What follows belongs to an exercise in optimizing a design on an open flow for small area and few clock cycles per item; a production flow would make more cautious choices.
In this exercise RTL edits were held to simulation tests only and were not proved equivalent to the original.

## delta
## sine_oscillator_sample_generator
module sine_oscillator_sample_generator #(
    parameter int unsigned PHASE_BITS      = sosg_pkg::PHASE_BITS_DEF,
    parameter int unsigned TABLE_ADDR_BITS = sosg_pkg::TABLE_ADDR_BITS_DEF,
    parameter int unsigned SAMPLE_BITS     = sosg_pkg::SAMPLE_BITS_DEF
) (
    input  logic                                clk,
    input  logic                                rst_n,
    input  logic                                s_tvalid,
    output logic                                s_tready,
    input  logic [sosg_pkg::IN_DATA_BITS-1:0]   s_tdata,   
    input  logic                                s_tlast,
    output logic                                m_tvalid,
    input  logic                                m_tready,
    output logic [((SAMPLE_BITS+7)/8)*8-1:0]    m_tdata,   
    output logic                                m_tlast,
    input  logic                                psel,
    input  logic                                penable,
    input  logic                                pwrite,
    input  logic [sosg_pkg::APB_ADDR_BITS-1:0]  paddr,
    input  logic [sosg_pkg::APB_DATA_BITS-1:0]  pwdata,
    output logic [sosg_pkg::APB_DATA_BITS-1:0]  prdata,
    output logic                                pready
);
    logic [14:0] amplitude_reg;
    logic [31:0] phase_step_reg;
    logic        wr_en;
    logic        adv;
    logic        acc;
    logic        restart;
    logic [31:0] phase_reg;
    logic [31:0] phase_base;
    logic [31:0] phase_sum;
    logic [11:0] phase_top;
    logic [10:0] rom_addr;
    logic [15:0] ent;
  ...
Size in the first run: roughly 2300 cells after synthesis, ~0.017 mm² of cells after synthesis.
export LEC_CHECK = 0
export ABC_AREA = 1
export CAP_MARGIN = 20
export CORE_MARGIN = 2
export CORE_UTILIZATION = 40
export CTS_BUF_LIST = sky130_fd_sc_hd__clkbuf_4 sky130_fd_sc_hd__clkbuf_8
export GPL_TIMING_DRIVEN = 0
export SLEW_MARGIN = 20
export SYNTH_HIERARCHICAL = 1
export SYNTH_MEMORY_MAX_BITS = 65536
export SYNTH_MINIMUM_KEEP_SIZE = 0
create_clock -name core_clock -period 7.5 [get_ports {clk}]
standard.sh (not shown) runs the stock make flow with config.mk's settings and CLKGATE_MAP_FILE= SYNTH_SCRIPT=/design/flow/synth_recipe.tcl, a recipe that flattens the netlist after the stock synthesis.
==> flow/flow/run.sh <==
#!/bin/bash
set -euo pipefail
export BUFFER_PORTS_ARGS="-buffer_cell sky130_fd_sc_hd__buf_1"
export CTS_ARGS="-sink_clustering_enable -repair_clock_nets -buf_list {sky130_fd_sc_hd__clkbuf_4 sky130_fd_sc_hd__clkbuf_8} -sink_clustering_size 30 -sink_clustering_max_diameter 80 -dont_use_dummy_load"
bash standard.sh > standard.log 2>&1
Testbench counts of delta, summed over its fixed seeds: cycles 19,264, items 19,200.
#### Input delta (epsilon over delta)
==> flow/run.sh (new file) <==
#!/bin/bash
# synth_recipe.tcl (not shown) runs the flow's synth.tcl, then flattens the netlist and writes it again
# the make line also repeats each setting of config.mk as NAME=value (left out here)
make -C /OpenROAD-flow-scripts/flow DESIGN_CONFIG=/design/flow/config.mk WORK_HOME=/design/flow/orfs CLKGATE_MAP_FILE= SYNTH_SCRIPT=/design/flow/synth_recipe.tcl finish
removed: flow/flow/run.sh
removed: flow/standard.sh
==> run summary <==
Looking at share of the clock period used by the worst path after layout across delta and epsilon, the one that comes out higher is delta.
Per the comparison of epsilon with delta, pin count of the biggest net entering global routing higher; post-place setup slack saw a decrease; core utilization increased 1.7 points; post-cts resize count increased 1; post-detailed-routing wire length moved up.
Relative to delta, the sum of net half-perimeters after detailed placement measured on epsilon has increased slightly.
Comparing sequential share of layout area for delta and epsilon, the smaller number came from epsilon.
On total via count after detailed routing: between delta and epsilon, it ends up lower for epsilon.
In the metrics for delta and epsilon, the one carrying the higher number of filler cells placed in the layout is delta.
The total length of routed met3 wires in epsilon is 1.08 times that in delta.

* * *

sine_oscillator_sample_generator, a different RTL version from the one above (not shown whole).
Size: about 2600 cells after synthesis, about 120 flip-flops, ~18000 sq um of cells after synthesis.
==> flow/design.v (excerpt) <==
module sine_oscillator_sample_generator #(
    parameter int unsigned PHASE_BITS      = sosg_pkg::PHASE_BITS_DEF,
    parameter int unsigned TABLE_ADDR_BITS = sosg_pkg::TABLE_ADDR_BITS_DEF,
    parameter int unsigned SAMPLE_BITS     = sosg_pkg::SAMPLE_BITS_DEF
) (
    input  logic                                clk,
    input  logic                                rst_n,
    input  logic                                s_tvalid,
    output logic                                s_tready,
    input  logic [sosg_pkg::IN_DATA_BITS-1:0]   s_tdata,   
    input  logic                                s_tlast,
    output logic                                m_tvalid,
    input  logic                                m_tready,
    output logic [((SAMPLE_BITS+7)/8)*8-1:0]    m_tdata,   
    output logic                                m_tlast,
    input  logic                                psel,
    input  logic                                penable,
    input  logic                                pwrite,
    input  logic [sosg_pkg::APB_ADDR_BITS-1:0]  paddr,
    input  logic [sosg_pkg::APB_DATA_BITS-1:0]  pwdata,
    output logic [sosg_pkg::APB_DATA_BITS-1:0]  prdata,
    output logic                                pready
);
    logic [14:0] amplitude_reg;
    logic [31:0] phase_step_reg;
    logic        wr_en;
    logic        adv;
    logic        acc;
    logic        restart;
    logic [10:0] p_lo;
    logic [10:0] p_mid;
    logic [9:0]  p_hi;
    logic        c1;
    logic        c2;
    logic [10:0] sum_lo;
    logic [10:0] sum_mid;
    logic [9:0]  sum_hi;
    logic        co_lo;
    logic        co_mid;
    logic        co_hi;
    logic        mid_wrap;
    logic [1:0]  mid_top;
  ...
export LEC_CHECK = 0
export ABC_AREA = 1
export CAP_MARGIN = 20
export CORE_MARGIN = 2
export CORE_UTILIZATION = 40
export CTS_BUF_LIST = sky130_fd_sc_hd__clkbuf_8
export CTS_CLUSTER_SIZE = 30
export GPL_TIMING_DRIVEN = 0
export SLEW_MARGIN = 20
export SYNTH_HIERARCHICAL = 1
export SYNTH_MEMORY_MAX_BITS = 65536
export SYNTH_MINIMUM_KEEP_SIZE = 0
create_clock -name core_clock -period 7.5 [get_ports {clk}]
run.sh (not shown) runs the stock make flow with config.mk's settings and CLKGATE_MAP_FILE= SYNTH_SCRIPT=/design/flow/synth_recipe.tcl, a recipe that flattens the netlist after the stock synthesis.
Stock flow here: none of the scripts above is used.
The baseline reached the layout checks and failed them: setup timing.
Testbench counts at the start, summed over its fixed seeds: cycles 19,264, items 19,200.
==> next run, changes <==
--- a/flow/config.mk
+++ b/flow/config.mk
@@ -11,5 +11,2 @@
 export CORE_UTILIZATION = 40
-export CTS_BUF_LIST = sky130_fd_sc_hd__clkbuf_8
-export CTS_CLUSTER_SIZE = 30
-export GPL_TIMING_DRIVEN = 0
 export SLEW_MARGIN = 20
- The changed run finished but fails on setup timing
- non-clock buffer count climbs by 149
- routed wire length drops by about 8%
- first-iteration DRC count drops by 14%
- hold slack hardly moves
- sequential cell count stays the same
- utilization climbs by 1.3 points
- global-route usage drops by 2.2 points
- via count climbs by about 0.36%
- final cell count climbs by 4.3%

* * *

RTL: one of the versions met above, not the one the previous note started from.
Size: ~2300 cells after synthesis, about 120 flip-flops, ~100 I/O pins, ~17000 um^2 of cells after synthesis.
==> flow/config.mk <==
export PLATFORM = sky130hd
export DESIGN_NAME = sine_oscillator_sample_generator
export DESIGN_NICKNAME = sine_oscillator_sample_generator
export VERILOG_FILES = /design/flow/design.v
export SDC_FILE = /design/flow/constraint.sdc
export NUM_CORES = 4
export LEC_CHECK = 0
export ABC_AREA = 1
export CAP_MARGIN = 20
export CORE_MARGIN = 2
export CORE_UTILIZATION = 40
export CTS_BUF_LIST = sky130_fd_sc_hd__clkbuf_4 sky130_fd_sc_hd__clkbuf_8
export GPL_TIMING_DRIVEN = 0
export SLEW_MARGIN = 20
export SYNTH_HIERARCHICAL = 1
export SYNTH_MEMORY_MAX_BITS = 65536
export SYNTH_MINIMUM_KEEP_SIZE = 0
==> flow/constraint.sdc <==
create_clock -name core_clock -period 7.5 [get_ports {clk}]
set_input_delay 1.5000 -clock core_clock [delete_from_list [all_inputs] [get_ports {clk}]]
set_output_delay 1.5000 -clock core_clock [all_outputs]
set_load 0.01 [all_outputs]
standard.sh (not shown) runs the stock make flow with config.mk's settings and CLKGATE_MAP_FILE= SYNTH_SCRIPT=/design/flow/synth_recipe.tcl, a recipe that flattens the netlist after the stock synthesis.
==> flow/flow/run.sh <==
#!/bin/bash
set -euo pipefail
export BUFFER_PORTS_ARGS="-buffer_cell sky130_fd_sc_hd__buf_1"
bash standard.sh > standard.log 2>&1
Testbench counts at the start, summed over its fixed seeds: cycles 19,264, items 19,200.
Then changed:
- CAP_MARGIN: 20 -> 0
- SLEW_MARGIN: 20 -> 0
What happened: The new run went through all stages and came out clean; hold slack barely changes; routed wire length falls by 0.56%; final cell count stays flat; die area does not change.

* * *

sine_oscillator_sample_generator, a different RTL version from the one above (not shown whole).
For scale: roughly 120 flip-flops.
Settings: LEC_CHECK=0, ABC_AREA=1, CAP_MARGIN=0, CORE_MARGIN=2, CORE_UTILIZATION=60, CTS_BUF_LIST=sky130_fd_sc_hd__clkbuf_4 sky130_fd_sc_hd__clkbuf_8, GPL_TIMING_DRIVEN=0, PLACE_DENSITY=0.75, SLEW_MARGIN=0, SYNTH_HIERARCHICAL=1, SYNTH_MEMORY_MAX_BITS=65536, SYNTH_MINIMUM_KEEP_SIZE=0; clock period 7.5 ns.
run.sh (not shown) runs the stock make flow with config.mk's settings and CLKGATE_MAP_FILE= SYNTH_SCRIPT=/design/flow/synth_recipe.tcl, a recipe that flattens the netlist after the stock synthesis.
Stock flow here: none of the scripts above is used.
The starting point went through all stages and came out clean.
Testbench counts at the start, summed over its fixed seeds: cycles 19,264, items 19,200.
Rerun with:
Settings changed: CAP_MARGIN 0 to 20, CORE_UTILIZATION 60 to 40, PLACE_DENSITY 0.75 to default, SLEW_MARGIN 0 to 20.
Result: The new run finished clean. Register-to-register slack is better by 0.12 ns. Cell area grows slightly. Routed wire length shrinks by a few percent.

* * *

sine_oscillator_sample_generator, a different RTL version from the one above (not shown whole).
For scale: about 2400 cells after synthesis, about 120 flip-flops, roughly 100 I/O pins, ~17000 um^2 of cells after synthesis.
Settings: LEC_CHECK=0, ABC_AREA=1, CAP_MARGIN=20, CORE_MARGIN=2, CORE_UTILIZATION=40, CTS_BUF_LIST=sky130_fd_sc_hd__clkbuf_4 sky130_fd_sc_hd__clkbuf_8, GPL_TIMING_DRIVEN=0, SLEW_MARGIN=20, SYNTH_HIERARCHICAL=1, SYNTH_MEMORY_MAX_BITS=65536, SYNTH_MINIMUM_KEEP_SIZE=0; clock period 7.5 ns.
standard.sh (not shown) runs the stock make flow with config.mk's settings and CLKGATE_MAP_FILE= SYNTH_SCRIPT=/design/flow/synth_recipe.tcl, a recipe that flattens the netlist after the stock synthesis.
==> flow/flow/run.sh <==
#!/bin/bash
set -euo pipefail
export REMOVE_ABC_BUFFERS=1
export BUFFER_PORTS_ARGS="-buffer_cell sky130_fd_sc_hd__buf_1"
export CTS_ARGS="-sink_clustering_enable -repair_clock_nets -buf_list {sky130_fd_sc_hd__clkbuf_4 sky130_fd_sc_hd__clkbuf_8} -sink_clustering_size 30 -sink_clustering_max_diameter 80 -dont_use_dummy_load"
bash standard.sh > standard.log 2>&1
Testbench counts at the start, summed over its fixed seeds: cycles 19,264, items 19,200.
==> next run, changes <==
- CORE_UTILIZATION: 40 -> 50
- PLACE_DENSITY: default -> 0.65
- SETUP_SLACK_MARGIN: default -> 0.2
=> Die area is lower by 20%. Design area is lower by 0.71%. Non-clock buffer count drops by 2. Clock-buffer cell count does not change. Setup slack gains 0.074 ns. Cell count fell by 3.2%.
==> next run, changes <==
--- a/flow/flow/run.sh
+++ b/flow/flow/run.sh
@@ -2,3 +2,2 @@
 set -euo pipefail
-export REMOVE_ABC_BUFFERS=1
 export BUFFER_PORTS_ARGS="-buffer_cell sky130_fd_sc_hd__buf_1"
- CORE_UTILIZATION: 50 -> 40
- PLACE_DENSITY: 0.65 -> default
- SETUP_SLACK_MARGIN: 0.2 -> default
After rerunning: The new run completed with no timing, DRC or antenna violations. Count of clock-buffer cells in the layout stays the same. Non-clock buffer count goes up by 95. Global-route usage goes down by 0.75 points. Die area goes up by 24%. Area after synthesis is unchanged. Cell count goes up by 6.5%.
==> next run, changes <==
--- a/flow/flow/run.sh
+++ b/flow/flow/run.sh
@@ -2,2 +2,3 @@
 set -euo pipefail
+export REMOVE_ABC_BUFFERS=1
 export BUFFER_PORTS_ARGS="-buffer_cell sky130_fd_sc_hd__buf_1"
- SETUP_SLACK_MARGIN: default -> 0.2
Outcome: Global-route usage shrinks by 5.0 points; design area shrinks by 0.82%; setup slack is better by 0.14 ns; sequential share of layout area grows by 0.16 points; routed wire length shrinks by 15%; register-to-register slack is better by 0.14 ns; hold slack is better by 0.0074 ns; critical path depth grows by 1; synthesized area stays the same; core utilization shrinks by 0.36 points.
==> next run, changes <==
--- a/flow/flow/run.sh
+++ b/flow/flow/run.sh
@@ -2,3 +2,2 @@
 set -euo pipefail
-export REMOVE_ABC_BUFFERS=1
 export BUFFER_PORTS_ARGS="-buffer_cell sky130_fd_sc_hd__buf_1"
Result: Worst setup slack improved by 0.021 ns. Design area climbs by 0.99%. Count of clock-buffer cells in the layout does not change. Non-clock buffer count climbs by 91. Die area does not change. Register-to-register slack improved by 0.02 ns. Synthesized area does not change.

* * *

Another version of the RTL of sine_oscillator_sample_generator (not shown whole).
Size in the first run: ~2300 cells after synthesis, ~100 I/O pins, about 17000 um^2 of cells after synthesis.
==> flow/config.mk <==
export PLATFORM = sky130hd
export DESIGN_NAME = sine_oscillator_sample_generator
export DESIGN_NICKNAME = sine_oscillator_sample_generator
export VERILOG_FILES = /design/flow/design.v
export SDC_FILE = /design/flow/constraint.sdc
export NUM_CORES = 4
export LEC_CHECK = 0
export ABC_AREA = 1
export CAP_MARGIN = 20
export CORE_MARGIN = 2
export CORE_UTILIZATION = 40
export CTS_BUF_LIST = sky130_fd_sc_hd__clkbuf_4 sky130_fd_sc_hd__clkbuf_8
export GPL_TIMING_DRIVEN = 0
export SETUP_SLACK_MARGIN = 0.2
export SLEW_MARGIN = 20
export SYNTH_HIERARCHICAL = 1
export SYNTH_MEMORY_MAX_BITS = 65536
export SYNTH_MINIMUM_KEEP_SIZE = 0
==> flow/constraint.sdc <==
create_clock -name core_clock -period 7.5 [get_ports {clk}]
set_input_delay 1.5000 -clock core_clock [delete_from_list [all_inputs] [get_ports {clk}]]
set_output_delay 1.5000 -clock core_clock [all_outputs]
set_load 0.01 [all_outputs]
==> flow/flow/run.sh <==
#!/bin/bash
set -euo pipefail
export REMOVE_ABC_BUFFERS=1
export BUFFER_PORTS_ARGS="-buffer_cell sky130_fd_sc_hd__buf_1"
export CTS_ARGS="-sink_clustering_enable -repair_clock_nets -buf_list {sky130_fd_sc_hd__clkbuf_4 sky130_fd_sc_hd__clkbuf_8} -sink_clustering_size 30 -sink_clustering_max_diameter 80 -dont_use_dummy_load"
bash standard.sh > standard.log 2>&1
The baseline produced a clean layout.
Testbench counts at the start, summed over its fixed seeds: cycles 19,264, items 19,200.
Change:
--- a/flow/flow/run.sh
+++ b/flow/flow/run.sh
@@ -2,3 +2,2 @@
 set -euo pipefail
-export REMOVE_ABC_BUFFERS=1
 export BUFFER_PORTS_ARGS="-buffer_cell sky130_fd_sc_hd__buf_1"
Result: Cell count rises by 3.4%. Setup slack gets worse by 0.077 ns. Utilization rises by 0.16 points. Routed wire length rises by 16%. Die area is unchanged. Clock-buffer cell count does not change.

separate check: timing with driven ports:
Ports are ideal in the flow. The routed layouts listed here were re-timed in OpenROAD. Step 1 (the two cells are an assumption about what drives the block):
set clk [get_ports {clk}]
set_driving_cell -lib_cell sky130_fd_sc_hd__clkbuf_16 $clk
set_driving_cell -lib_cell sky130_fd_sc_hd__buf_2 [delete_from_list [all_inputs] $clk]
Step 2 adds t to the input delays and takes it off the output delays; t is the mean of the earliest and latest rising clock arrival at the registers after step 1. Input paths then give back, and output paths get back, about the clock's delay inside the block. Three values: ideal, step 1, step 2; two values: the first two.
run	shift t [ns]	setup WS [ns]	clock arrival spread, ns	worst data-port slew with drivers (ns)
delta	0.497	0.331 / 0.331 / 0.186	0.038 / 0.038	0.09
epsilon	0.525	0.417 / 0.417 / 0.143	0.017 / 0.018	0.09
the first run of note 2	0.483	-3.760 / -3.760 / -3.760	0.011 / 0.011	0.05
the second run of note 2	0.497	-3.554 / -3.554 / -3.554	0.009 / 0.009	0.06
the first run of note 3	0.502	0.410 / 0.410 / 0.184	0.027 / 0.027	0.09
the second run of note 3	0.496	0.478 / 0.478 / 0.201	0.025 / 0.025	0.09
the first run of note 4	0.526	0.243 / 0.243 / 0.243	0.017 / 0.017	0.05
the second run of note 4	0.502	0.360 / 0.360 / 0.360	0.015 / 0.015	0.05
the first run of note 5	0.499	0.440 / 0.440 / 0.440	0.038 / 0.038	0.04
the second run of note 5	0.477	0.514 / 0.514 / 0.514	0.037 / 0.037	0.04
the third run of note 5	0.533	0.403 / 0.403 / 0.403	0.032 / 0.032	0.05
the fourth run of note 5	0.495	0.542 / 0.542 / 0.542	0.038 / 0.038	0.04
the fifth run of note 5	0.534	0.563 / 0.563 / 0.563	0.035 / 0.034	0.05
the first run of note 6	0.502	0.536 / 0.536 / 0.536	0.035 / 0.036	0.06
the second run of note 6	0.520	0.459 / 0.459 / 0.459	0.044 / 0.044	0.06
The setup slack of the second run of note 3, which loses most, moves by 0.000 ns with the drivers and by -0.277 ns with both steps.
